Background: an optimization exercise with open tools, aiming at small area. Do not read the settings as production practice.
Only simulation tests tie the RTL to the original design; equivalence was not proved.
Power is estimated from default activity; no workload was simulated.

File: flow/run.sh
#!/bin/bash
# synth_recipe.tcl (not shown) runs the flow's synth.tcl, then flattens the netlist and writes it again
# the make line also repeats each setting of config.mk as NAME=value (left out here)
make -C /OpenROAD-flow-scripts/flow DESIGN_CONFIG=/design/flow/config.mk WORK_HOME=/design/flow/orfs CLKGATE_MAP_FILE= SYNTH_SCRIPT=/design/flow/synth_recipe.tcl finish
File: flow/config.mk
export PLATFORM = sky130hd
export DESIGN_NAME = wideword_alu_top
export DESIGN_NICKNAME = wideword_alu_top
export VERILOG_FILES = /design/flow/design.v
export SDC_FILE = /design/flow/constraint.sdc
export NUM_CORES = 8
export LEC_CHECK = 0
export CAP_MARGIN = 20
export CORE_MARGIN = 2
export CORE_UTILIZATION = 25
export PLACE_DENSITY = 0.35
export SLEW_MARGIN = 20
File: flow/constraint.sdc
create_clock -name core_clock -period 6.0 [get_ports {clk}]
set_input_delay 1.2000 -clock core_clock [delete_from_list [all_inputs] [get_ports {clk}]]
set_output_delay 1.2000 -clock core_clock [all_outputs]
set_load 0.01 [all_outputs]
File: flow/design.v
package wideword_pkg;
	localparam int WORD_BITS     = 128;             
	localparam int BYTES         = WORD_BITS / 8;   
	localparam int AXI_DATA_BITS = 32;              
	localparam int AXI_ADDR_BITS = 8;               
	typedef logic [0:WORD_BITS-1] wide_word_t;      
	typedef enum logic [2:0] {
		OP_ADD = 3'd0,   
		OP_AND = 3'd1,
		OP_NOT = 3'd2,   
		OP_OR  = 3'd3,
		OP_XOR = 3'd4,
		OP_SUB = 3'd5,   
		OP_PRM = 3'd6    
	} alu_op_e;
	typedef enum logic [1:0] {
		W8  = 2'd0,
		W16 = 2'd1,
		W32 = 2'd2       
	} lane_width_e;
	localparam logic [AXI_ADDR_BITS-1:0] ADDR_A0     = 8'h00;   
	localparam logic [AXI_ADDR_BITS-1:0] ADDR_B0     = 8'h10;   
	localparam logic [AXI_ADDR_BITS-1:0] ADDR_CTRL   = 8'h20;   
	localparam logic [AXI_ADDR_BITS-1:0] ADDR_STATUS = 8'h24;   
	localparam logic [AXI_ADDR_BITS-1:0] ADDR_RES0   = 8'h30;   
	localparam logic [1:0] RESP_OKAY   = 2'b00;
	localparam logic [1:0] RESP_SLVERR = 2'b10;
endpackage
`timescale 1ns/1ps
module wideword_alu_top #(
	parameter int ADDR_BITS = wideword_pkg::AXI_ADDR_BITS
) (
	input  logic                                     clk,
	input  logic                                     rst,
	input  logic [ADDR_BITS-1:0]                     awaddr,
	input  logic                                     awvalid,
	output logic                                     awready,
	input  logic [wideword_pkg::AXI_DATA_BITS-1:0]   wdata,
	input  logic [wideword_pkg::AXI_DATA_BITS/8-1:0] wstrb,
	input  logic                                     wvalid,
	output logic                                     wready,
	output logic [1:0]                               bresp,
	output logic                                     bvalid,
	input  logic                                     bready,
	input  logic [ADDR_BITS-1:0]                     araddr,
	input  logic                                     arvalid,
	output logic                                     arready,
	output logic [wideword_pkg::AXI_DATA_BITS-1:0]   rdata,
	output logic [1:0]                               rresp,
	output logic                                     rvalid,
	input  logic                                     rready
);
	logic [31:0] a_q [0:3];    
	logic [31:0] b_q [0:3];
	logic [31:0] r_q [0:3];
	logic [2:0]  op_q;
	logic [1:0]  wd_q;
	logic        done_q;
	logic        ph1_q;        
	logic        ph2_q;        
	logic        wr_rdy_q;
	logic        berr_q;
	logic        rd_rdy_q;
	logic        rerr_q;
	function automatic logic hit_block(input logic [ADDR_BITS-1:0] addr, input logic [1:0] blk);
		hit_block = (addr[ADDR_BITS-1:6] == '0) && (addr[5:4] == blk) && (addr[1:0] == 2'b00);
	endfunction
	function automatic logic hit_word(input logic [ADDR_BITS-1:0] addr, input logic [5:0] a);
		hit_word = (addr[ADDR_BITS-1:6] == '0) && (addr[5:0] == a);
	endfunction
	logic wr_hs, wr_a, wr_b, wr_ctrl, wr_ro, start;
	assign wr_hs   = awvalid & wvalid & wr_rdy_q;
	assign wr_a    = hit_block(awaddr, 2'd0);
	assign wr_b    = hit_block(awaddr, 2'd1);
	assign wr_ctrl = hit_word(awaddr, 6'h20);
	assign wr_ro   = hit_word(awaddr, 6'h24) | hit_block(awaddr, 2'd3);
	assign start   = wr_hs & wr_ctrl & (&wstrb);
	assign awready = wr_rdy_q;
	assign wready  = wr_rdy_q;
	assign bresp   = {berr_q, 1'b0};
	always_ff @(posedge clk)
	begin
		if (rst)
		begin
			wr_rdy_q <= 1'b0;
			bvalid   <= 1'b0;
		end
		else
		begin
			wr_rdy_q <= awvalid & wvalid & ~wr_rdy_q & ~bvalid;
			if (wr_hs)
				bvalid <= 1'b1;
			else if (bready)
				bvalid <= 1'b0;
		end
	end
	always_ff @(posedge clk)
	begin
		if (!bvalid)
			berr_q <= ~(wr_a | wr_b | wr_ctrl | wr_ro);
	end
	always_ff @(posedge clk)
	begin
		for (int w = 0; w < 4; w++)
		begin
			for (int k = 0; k < 4; k++)
			begin
				if (rst)
				begin
					a_q[w][k*8 +: 8] <= '0;
					b_q[w][k*8 +: 8] <= '0;
				end
				else
				begin
					if (wr_hs & wr_a & (awaddr[3:2] == 2'(w)) & wstrb[k])
						a_q[w][k*8 +: 8] <= wdata[k*8 +: 8];
					if (wr_hs & wr_b & (awaddr[3:2] == 2'(w)) & wstrb[k])
						b_q[w][k*8 +: 8] <= wdata[k*8 +: 8];
				end
			end
		end
	end
	always_ff @(posedge clk)
	begin
		if (rst)
		begin
			op_q   <= '0;
			wd_q   <= '0;
			done_q <= 1'b0;
			ph1_q  <= 1'b0;
			ph2_q  <= 1'b0;
		end
		else
		begin
			ph1_q <= start;
			ph2_q <= ph1_q;
			if (start)
			begin
				op_q   <= wdata[2:0];
				wd_q   <= wdata[5:4];
				done_q <= 1'b0;
			end
			else if (ph1_q)
			begin
				done_q <= 1'b1;
			end
		end
	end
	logic [7:0]  a_byte [0:15];    
	logic [63:0] bh;               
	logic [63:0] ah;               
	logic [63:0] prm;
	logic [63:0] lane;
	logic [63:0] alu;
	logic        is_prm;
	always_comb
	begin
		for (int i = 0; i < 16; i++)
			a_byte[i] = a_q[i / 4][31 - 8 * (i % 4) -: 8];
	end
	assign bh     = ph2_q ? {b_q[2], b_q[3]} : {b_q[0], b_q[1]};
	assign is_prm = (op_q == 3'd6);
	always_comb
	begin
		for (int k = 0; k < 8; k++)
		begin
			logic [3:0] s;
			s = is_prm ? bh[63 - 8 * k - 4 -: 4] : {ph2_q, 3'(k)};
			prm[63 - 8 * k -: 8] = a_byte[s];
		end
	end
	assign ah = prm;
	logic        sub;
	logic [63:0] bx;
	logic [63:0] sum;
	logic [8:0]  cy;    
	assign sub = (op_q == 3'd5);
	assign bx  = bh ^ {64{sub}};
	always_comb
	begin
		logic [8:0] t;
		cy[0] = sub;
		for (int j = 0; j < 8; j++)
		begin
			logic brk;
			brk = (j % 4 == 0) || ((j % 2 == 0) && (wd_q == 2'd1)) || (wd_q == 2'd0);
			if (j == 0)
				cy[j] = sub;
			else
				cy[j] = brk ? sub : t[8];
			t = {1'b0, ah[j*8 +: 8]} + {1'b0, bx[j*8 +: 8]} + {8'd0, cy[j]};
			sum[j*8 +: 8] = t[7:0];
		end
		cy[8] = t[8];
	end
	always_comb
	begin
		case (op_q)
			3'd0, 3'd5: lane = sum;
			3'd1:       lane = ah & bh;
			3'd2:       lane = ~ah;
			3'd3:       lane = ah | bh;
			3'd4:       lane = ah ^ bh;
			default:    lane = '0;
		endcase
		if (is_prm)
			alu = prm;
		else if (wd_q == 2'd3)
			alu = '0;
		else
			alu = lane;
	end
	always_ff @(posedge clk)
	begin
		if (rst)
		begin
			for (int w = 0; w < 4; w++)
				r_q[w] <= '0;
		end
		else if (ph1_q)
		begin
			r_q[0] <= alu[63:32];
			r_q[1] <= alu[31:0];
		end
		else if (ph2_q)
		begin
			r_q[2] <= alu[63:32];
			r_q[3] <= alu[31:0];
		end
	end
	logic        ar_hs;
	logic        rd_ok;
	logic [31:0] rd_val;
	logic [1:0]  rw;
	assign rw      = araddr[3:2];
	assign arready = rd_rdy_q;
	assign ar_hs   = arvalid & rd_rdy_q;
	assign rresp   = {rerr_q, 1'b0};
	always_comb
	begin
		rd_val = '0;
		rd_ok  = 1'b1;
		if (hit_block(araddr, 2'd0))
			rd_val = a_q[rw];
		else if (hit_block(araddr, 2'd1))
			rd_val = b_q[rw];
		else if (hit_word(araddr, 6'h20))
			rd_val = {26'd0, wd_q, 1'b0, op_q};
		else if (hit_word(araddr, 6'h24))
			rd_val = {31'd0, done_q};
		else if (hit_block(araddr, 2'd3))
		begin
			if (ph2_q & rw[1])
				rd_val = rw[0] ? alu[31:0] : alu[63:32];
			else
				rd_val = r_q[rw];
		end
		else
			rd_ok = 1'b0;
	end
	always_ff @(posedge clk)
	begin
		if (rst)
		begin
			rd_rdy_q <= 1'b0;
			rvalid   <= 1'b0;
		end
		else if (ar_hs)
		begin
			rd_rdy_q <= 1'b0;
			rvalid   <= 1'b1;
		end
		else if (rvalid & rready)
		begin
			rd_rdy_q <= 1'b1;
			rvalid   <= 1'b0;
		end
		else if (!rvalid)
		begin
			rd_rdy_q <= 1'b1;
		end
	end
	always_ff @(posedge clk)
	begin
		if (ar_hs)
		begin
			rdata  <= rd_val;
			rerr_q <= ~rd_ok;
		end
	end
endmodule
==> results by group <==
STA
  • Slew margin rel.: 13.12%
  • Hold WS: 0.4702 ns
  • RSZ-0062 raised after global routing: yes
  • Layout Skew: 0.05892 ns
  • Final WS setup: -3.417 ns
  • Maximum clock frequency: 0.1062 GHz
  • Fin crit share: 157.0%
  • Transition time of the tightest slew-check pin: 1.267 ns
  • Fin crit period: 9.417 ns
  • Final hold violations: 0
  • Setup Viol. Count Final: 83
  • Fin. max-slew vios: 0

Floorplan
  • Die height: 392.1 µm
  • Horiz. Die Dim: 392.1 µm
  • # rows: 142
  • Core footprint: 149600 µm²
  • Full die area: 153700 µm²
  • Initial Util: 25.17%
  • Top-Level Pins: 100

Cells and area
  • Area grow syn2layout: 39.55%
  • Nets: 5948
  • Share of layout cells above drive strength 1: 32.61%
  • Final Util: 35.12%
  • Final Non-Filler Cells: 7784

Clocking
  • TritonCTS clock tree: built
  • Clock buffer depth: 3
  • CTS Sinks: 430
  • Clock-pin slew on the worst setup and hold paths: 0.06 ns
  • Clk latency of the worst-skew pair: 0.71 ns
  • Hold-fix buffers at CTS: 0
  • Root Driver: clkbuf_16
  • H-tree levels: 2
  • Inserted Clock Buffers: 57

Place
  • Routability Congestion: 1.074
  • Inst Count DP: 7536
  • Post-DP HPWL: 211500 µm
  • Placement Setup Slack: -3.581 ns
  • Input/output buffers: 97

Power
  • Internal: 4.996 mW
  • Switching share of power: 26.72%
  • Lkg Pwr: 19.96 nW
  • Pwr dens: 129.8 nW/µm²
  • NetSw: 1.822 mW
  • Combinational power share: 5.3%
  • Max VDD drop: 0.2286 mV
  • Final Power: 6.817 mW
  • Register share of total power: 42.6%
  • Clock power frac: 52.1%

Outcome
  • SO Faults: negative setup slack
  • Status: failed layout checks

Yosys
  • Synth area leaders: dfxtp_1 (21%), ha_1 (6.0%), mux4_2 (5.8%)
  • Post-synth EDFFs: 34
  • Cell variety after synth: 120
  • #FFs+latches synth: 430
  • Syn. warnings: 5
  • Syn Std Cell Area: 37650 µm²
  • Gate Count Post-Synth: 4790
  • Main synth FF type: dfxtp_1
  • Avg Inst Size Synth: 7.860 µm²
  • Yosys top cell by area: dfxtp_1
  • Yosys top cell area share: 21.06%
  • Fraction of registers with async set/reset: 0%
  • Sequential fraction of the synthesis area: 23.77%

Setup path
  • Register-to-register path setup slack: -3.42 ns
  • Cell mode on critical path: fa_2
  • Critical Path RT: 6.41 ns
  • Buf/Inv on CP: 6
  • CP Capture Type: flip-flop
  • CP Data Arrival Time: 9.83 ns
  • Critical path launch point type: flip-flop
  • Crit Path Max Fanout: 5
  • Top Family by Delay on Critical Path: compound AO/OA/AOI/OAI gates
  • Critical path class: reg2reg
  • CP max stage delay: 0.46 ns
  • Crit-path slowest cell: or3b_4

Run
  • Max-cap violation count: 0

Global route
  • Vias in the first global route: 43570
  • Grt ovf: 0
  • Antenna violations before repair: 41
  • GRT Util Overall: 35.98%
  • Largest net degree at the start of global routing: 103
  • First-pass GRT wire length: 381500 µm

Route
  • Routed wire length: 283400 µm
  • Wire per inst: 36.41 µm
  • Post-route DRC: 0
  • DRT antenna net count: 0
  • Vias/cell: 5.954
  • DR vias: 46350
  • 1st-pass router iterations: 8
  • Initial drt markers: 5989

Min path
  • Hold Path Class: reg2reg
area by class of cell:
class | count | area, µm²
Fill cell | 15870 | 97060
Multi-Input combinational cell | 3667 | 27380
Timing Repair Buffer | 1360 | 11040
Sequential cell | 430 | 8965
Tap cell | 2016 | 2522
Clock buffer | 86 | 1657
Inverter | 177 | 686.9
Clock inverter | 20 | 219.0
Antenna cell | 28 | 70.07
worst paths after layout:
path	start	end	cells after the start
min reg2reg	b_q[3][14]	b_q[3][14]	2
min	b_q[3][14]	b_q[3][14]	2
max	ph2_q	rdata[28]	52
max reg2reg	ph2_q	rdata[28]	52
cells in the final DEF (no fill, tap or decap), types with 47 or more instances in the layout:
cell type	count
a22oi_1	117
ha_1	179
o21ai_0	83
buf_6	51
a211oi_2	52
buf_4	1180
mux4_2	97
a22o_1	47
xnor2_1	75
nand3_1	363
dfxtp_1	391
nand2_1	548
mux2i_1	164
inv_1	149
clkdlybuf4s50_1	88
nor2_1	377
clkbuf_16	58
a211oi_1	138
a21oi_1	402
sequential cells by signal, indices dropped and copies added (netlist names), 2 cells and up:
register	flops
op_q	3
rdata	32
r_q	128
wd_q	2
a_q	128
b_q	128
cell usage after synthesis (37+ instances only):
master,number
nand2_1,550
a21oi_1,412
nor2_1,400
dfxtp_1,396
nand3_1,368
clkbuf_1,353
a211oi_1,182
ha_1,182
mux2i_1,171
inv_1,155
a22oi_1,123
o21ai_0,117
mux4_2,97
buf_1,86
xnor2_1,85
buf_2,56
nor3_1,54
a221oi_1,52
o22ai_1,52
a22o_1,50
a222oi_1,45
nand4_1,43
a31oi_1,37
tightest hold or removal path, delay by kind of cell (launching register included):
family	cells	cell delay, ns
flip-flops	1	0.32
AND/OR/NAND/NOR	1	0.05
AO/OA/AOI/OAI	1	0.05
metal layers:
metal  wire length, µm  global-route usage, %  vias up
met5               241                 0.1914        -
met4             19060                  20.29       18
met3             30650                  12.17      783
met2            116100                  51.53     2824
met1            117400                  46.79    23050
li1                  -                      -    19670
cells by family (layout without fill, tap and decap cells):
logic type	Yosys count	count (layout)	share of synthesized area, %
flops	430	430	23.77
buf+inv	694	1643	7.461
simple gates	1644	1644	20.28
compound gates	1428	1428	27.98
mux	301	301	11.48
xor+xnor	96	96	2.233
fa+ha+maj	196	196	6.793
other cells	1	30	0.009961
power by group through the flow:
stage | sequential (mW) | combinational, mW | clock (mW)
2_1_floorplan | 2.97 | 0.166 | 0
3_3_place_gp | 2.96 | 0.356 | 0
3_5_place_dp | 2.96 | 0.354 | 0
4_1_cts | 2.90 | 0.356 | 3.60
5_1_grt | 2.90 | 0.371 | 3.70
6_report | 2.90 | 0.364 | 3.55
timing repair:
| item | CTS | global route |
|---|---|---|
| gates resized for setup | 165 | 118 |
| pin swaps | 106 | 145 |
| buffers inserted | 157 | 38 |
| endpoints found under the setup margin | 100 | 110 |
| gates cloned | 2 | 0 |
per-stage QoR:
step                      setup TNS, ns  cell area, µm²
after floorplan                 -120.20           38030
after global placement          -193.06           48340
after detailed placement        -200.90           48350
after CTS                       -202.46           52160
after global routing            -220.62           52480
final                           -183.35           52540

[port drivers added, routing unchanged]
How much do the figures lean on ideal ports? The routed layout below was timed once more, with nothing changed but the port constraints.
Step 1, drivers: a clkbuf_16 drives clk and a buf_2 each remaining input, both assumed.
Step 2 moves the port delays by t, midway between the first and last clock arrival at a register: inputs arrive t later, outputs are due t later. That takes back most of the time a late clock gives input paths.
Slacks: ideal ports / drivers / drivers and shift; pairs: ideal ports / drivers.
shift t [ns]: 0.763
slack for setup (ns): -3.417 / -3.417 / -3.417
clock arrival spread, ns: 0.061 / 0.060
For this run, drivers alone change the setup slack by 0.000 ns; drivers and shift together by 0.000 ns.
